Background: an optimization exercise with open tools, aiming at small area and a short achievable clock period. Do not read the settings as production practice.
Only simulation tests tie the RTL to the original design; equivalence was not proved.

## discrete_555_top
module discrete_555_top (
    input  wire         clk,
    input  wire         arst_n,
    input  wire         reg_wr,
    input  wire  [1:0]  reg_addr,
    input  wire  [15:0] reg_wdata,
    output logic [15:0] reg_rdata,
    output logic        audio_clk_en,
    output logic [15:0] vco_out,
    output logic [15:0] filt_out
);
==> module vco_ctrl_regs, before the edit <==
module vco_ctrl_regs (
    input  wire         clk,
    input  wire         arst_n,
    input  wire         reg_wr,
    input  wire  [1:0]  reg_addr,
    input  wire  [15:0] reg_wdata,
    output logic [15:0] reg_rdata,
    output logic [15:0] d_raw,
    output logic        run,
    output logic [2:0]  filt_shift,
    input  wire         vco_level,
    input  wire  [19:0] high_len
);
    wire wsub_w0 = ~reg_wdata[0] ^ 1'b1;
    wire wsub_w1 = ~reg_wdata[0] & 1'b1;
    wire wsub_w2 = ~reg_wdata[1] ^ 1'b1 ^ wsub_w1;
    wire wsub_w3 = (~reg_wdata[1] & 1'b1) | (~reg_wdata[1] & wsub_w1) | (1'b1 & wsub_w1);
    wire wsub_w4 = ~reg_wdata[2] ^ wsub_w3;
    wire wsub_w5 = ~reg_wdata[2] & wsub_w3;
    wire wsub_w6 = ~reg_wdata[3] ^ wsub_w5;
    wire wsub_w7 = ~reg_wdata[3] & wsub_w5;
    wire wsub_w8 = ~reg_wdata[4] ^ wsub_w7;
    wire wsub_w9 = ~reg_wdata[4] & wsub_w7;
    wire wsub_w10 = ~reg_wdata[5] ^ wsub_w9;
    wire wsub_w11 = ~reg_wdata[5] & wsub_w9;
    wire wsub_w12 = ~reg_wdata[6] ^ wsub_w11;
    wire wsub_w13 = ~reg_wdata[6] & wsub_w11;
    wire wsub_w14 = ~reg_wdata[7] ^ wsub_w13;
    wire wsub_w15 = ~reg_wdata[7] & wsub_w13;
    wire wsub_w16 = ~reg_wdata[8] ^ wsub_w15;
    wire wsub_w17 = ~reg_wdata[8] & wsub_w15;
    wire wsub_w18 = ~reg_wdata[9] ^ wsub_w17;
    wire wsub_w19 = ~reg_wdata[9] & wsub_w17;
    wire wsub_w20 = ~reg_wdata[10] ^ wsub_w19;
    wire wsub_w21 = ~reg_wdata[10] & wsub_w19;
    wire wsub_w22 = ~reg_wdata[11] ^ wsub_w21;
    wire wsub_w23 = ~reg_wdata[11] & wsub_w21;
    wire wsub_w24 = ~reg_wdata[12] ^ wsub_w23;
    wire wsub_w25 = ~reg_wdata[12] & wsub_w23;
    wire wsub_w26 = ~reg_wdata[13] ^ wsub_w25;
    wire wsub_w27 = ~reg_wdata[13] & wsub_w25;
    wire wsub_w28 = ~reg_wdata[14] ^ wsub_w27;
    wire wsub_w29 = ~reg_wdata[14] & wsub_w27;
    wire wsub_w30 = ~reg_wdata[15] ^ 1'b1 ^ wsub_w29;
    wire wsub_w31 = (~reg_wdata[15] & 1'b1) | (~reg_wdata[15] & wsub_w29) | (1'b1 & wsub_w29);
    wire [15:0] w_d = {wsub_w30, wsub_w28, wsub_w26, wsub_w24, wsub_w22, wsub_w20, wsub_w18, wsub_w16, wsub_w14, wsub_w12, wsub_w10, wsub_w8, wsub_w6, wsub_w4, wsub_w2, wsub_w0};
    wire rsub_w0 = ~d_raw[0] ^ 1'b1;
    wire rsub_w1 = ~d_raw[0] & 1'b1;
    wire rsub_w2 = ~d_raw[1] ^ 1'b1 ^ rsub_w1;
    wire rsub_w3 = (~d_raw[1] & 1'b1) | (~d_raw[1] & rsub_w1) | (1'b1 & rsub_w1);
    wire rsub_w4 = ~d_raw[2] ^ rsub_w3;
    wire rsub_w5 = ~d_raw[2] & rsub_w3;
    wire rsub_w6 = ~d_raw[3] ^ rsub_w5;
    wire rsub_w7 = ~d_raw[3] & rsub_w5;
    wire rsub_w8 = ~d_raw[4] ^ rsub_w7;
    wire rsub_w9 = ~d_raw[4] & rsub_w7;
    wire rsub_w10 = ~d_raw[5] ^ rsub_w9;
    wire rsub_w11 = ~d_raw[5] & rsub_w9;
    wire rsub_w12 = ~d_raw[6] ^ rsub_w11;
    wire rsub_w13 = ~d_raw[6] & rsub_w11;
    wire rsub_w14 = ~d_raw[7] ^ rsub_w13;
    wire rsub_w15 = ~d_raw[7] & rsub_w13;
    wire rsub_w16 = ~d_raw[8] ^ rsub_w15;
    wire rsub_w17 = ~d_raw[8] & rsub_w15;
    wire rsub_w18 = ~d_raw[9] ^ rsub_w17;
    wire rsub_w19 = ~d_raw[9] & rsub_w17;
    wire rsub_w20 = ~d_raw[10] ^ rsub_w19;
    wire rsub_w21 = ~d_raw[10] & rsub_w19;
    wire rsub_w22 = ~d_raw[11] ^ rsub_w21;
    wire rsub_w23 = ~d_raw[11] & rsub_w21;
    wire rsub_w24 = ~d_raw[12] ^ rsub_w23;
    wire rsub_w25 = ~d_raw[12] & rsub_w23;
    wire rsub_w26 = ~d_raw[13] ^ rsub_w25;
    wire rsub_w27 = ~d_raw[13] & rsub_w25;
    wire rsub_w28 = ~d_raw[14] ^ rsub_w27;
    wire rsub_w29 = ~d_raw[14] & rsub_w27;
    wire rsub_w30 = ~d_raw[15] ^ 1'b1 ^ rsub_w29;
    wire rsub_w31 = (~d_raw[15] & 1'b1) | (~d_raw[15] & rsub_w29) | (1'b1 & rsub_w29);
    wire [15:0] v_rd = {rsub_w30, rsub_w28, rsub_w26, rsub_w24, rsub_w22, rsub_w20, rsub_w18, rsub_w16, rsub_w14, rsub_w12, rsub_w10, rsub_w8, rsub_w6, rsub_w4, rsub_w2, rsub_w0};
    always_ff @(posedge clk or negedge arst_n) begin
        if (!arst_n) begin
            d_raw      <= 16'd32770;   
            run        <= 1'b0;        
            filt_shift <= 3'(4);
        end else if (reg_wr) begin
            case (reg_addr)
                2'd0: begin
                    d_raw <= w_d;
                end
                2'd1: begin
                    run        <= reg_wdata[0];
                    filt_shift <= reg_wdata[3:1];
                end
                default: begin
                end
            endcase
        end
    end
    always_comb begin
        case (reg_addr)
            2'd0:    reg_rdata = v_rd;
            2'd1:    reg_rdata = {12'd0, filt_shift, run};
            2'd2:    reg_rdata = {11'd0, high_len[19:16], vco_level};
            default: reg_rdata = high_len[15:0];
        endcase
    end
endmodule
Settings: LEC_CHECK=0, ABC_AREA=1, CAP_MARGIN=20, CORE_MARGIN=2, CORE_UTILIZATION=40, CTS_BUF_LIST=sky130_fd_sc_hd__clkbuf_4, SLEW_MARGIN=20; clock period 48.0 ns.
standard.sh (not shown) runs the stock make flow with config.mk's settings and CLKGATE_MAP_FILE= SYNTH_SCRIPT=/design/flow/synth_recipe.tcl, a recipe that flattens the netlist after the stock synthesis.
==> flow/flow/run.sh <==
#!/bin/bash
# Layout flow: the standard synthesis, then the combinational logic of
# that netlist re-mapped by ABC for area (registers, their names and cell
# types kept as they are), then the standard layout from floorplan on.
# Each tool's output goes to its own log file in the work folder.
set -euo pipefail
WORK=$(pwd)
LIB=$FLOW_HOME/platforms/sky130hd/lib/sky130_fd_sc_hd__tt_025C_1v80.lib
R=$WORK/orfs/results/sky130hd/discrete_555_top/base

bash standard.sh synth > synth.log 2>&1

cp $R/1_2_yosys.v $WORK/standard_synth.v
python3 flow/mkmodels.py $LIB 'sky130_fd_sc_hd__(fa|ha)_[0-9]+' > $WORK/cell_models.v 2> mkmodels.log

cat > $WORK/reopt.ys <<EOT
read_liberty -lib $LIB
read_verilog $WORK/standard_synth.v
hierarchy -top $FLOW_TOP
tee -o $WORK/reopt_before.txt stat -liberty $LIB
techmap -map $WORK/cell_models.v
techmap
opt -purge
abc -liberty $LIB -dont_use sky130_fd_sc_hd__lpflow* -dont_use sky130_fd_sc_hd__probe* -script "+strash;ifraig;dc2;strash;dch,-f;map,-a;topo;"
opt_clean -purge
splitnets
opt_clean -purge
hilomap -singleton -hicell sky130_fd_sc_hd__conb_1 HI -locell sky130_fd_sc_hd__conb_1 LO
insbuf -buf sky130_fd_sc_hd__buf_4 A X
opt_clean -purge
tee -o $WORK/reopt_after.txt stat -liberty $LIB
write_verilog -noattr -nohex -nodec $WORK/reopt.v
EOT
yosys -s $WORK/reopt.ys > reopt.log 2>&1

cp $WORK/reopt.v $R/1_2_yosys.v
touch $R/1_2_yosys.v
bash standard.sh "BUFFER_PORTS_ARGS=-buffer_cell sky130_fd_sc_hd__buf_2" finish > layout.log 2>&1
Other scripts of this flow, unchanged in this note and not shown: flow/flow/mkmodels.py
Change:
--- a/flow/design.v
+++ b/flow/design.v
@@ -163,12 +163,9 @@
         end
     end
-    always_comb begin
-        case (reg_addr)
-            2'd0:    reg_rdata = v_rd;
-            2'd1:    reg_rdata = {12'd0, filt_shift, run};
-            2'd2:    reg_rdata = {11'd0, high_len[19:16], vco_level};
-            default: reg_rdata = high_len[15:0];
-        endcase
-    end
+    wire [15:0] rd_ctrl   = {12'd0, filt_shift, run};
+    wire [15:0] rd_status = {11'd0, high_len[19:16], vco_level};
+    wire [15:0] rd_lo     = reg_addr[0] ? rd_ctrl : v_rd;
+    wire [15:0] rd_hi     = reg_addr[0] ? high_len[15:0] : rd_status;
+    assign reg_rdata = reg_addr[1] ? rd_hi : rd_lo;
 endmodule
 `default_nettype wire
Result: The new run completed with no timing, DRC or antenna violations. Worst setup slack is better by 0.073 ns. Die area shrinks by 0.97%. Wire length went up by 2.0%. Hold slack gains 0.015 ns. Final area went down by 0.59%. Critical path depth climbs by 2. Count of clock-buffer cells in the layout stays the same. Synthesized cell count goes down by 2.0%. Final cell count came out lower by 1.3%.

## static timing again, ports no longer ideal
Ports are ideal in the flow. The routed layouts listed here were re-timed in OpenROAD. Step 1 assumes that a clkbuf_16 drives the clock port and a buf_2 every other input. Step 2 moves the port delays by t, midway between the first and last clock arrival at a register: inputs arrive t later, outputs are due t later. That takes back most of the time a late clock gives input paths. a / b / c = no drivers / after step 1 / after step 2; a / b = the first two.
run	shift t [ns]	setup slack, ns	slew at the worst register clock pin (ns)	worst slew at a driven data input, ns
the first run	0.770	27.375 / 27.354 / 27.354	0.08 / 0.08	0.04
the second run	0.780	27.448 / 27.423 / 27.423	0.08 / 0.08	0.04
After both steps every run listed still meets setup and hold. The setup slack of the second run, which loses most, moves by -0.025 ns with the drivers and by -0.025 ns with both steps.
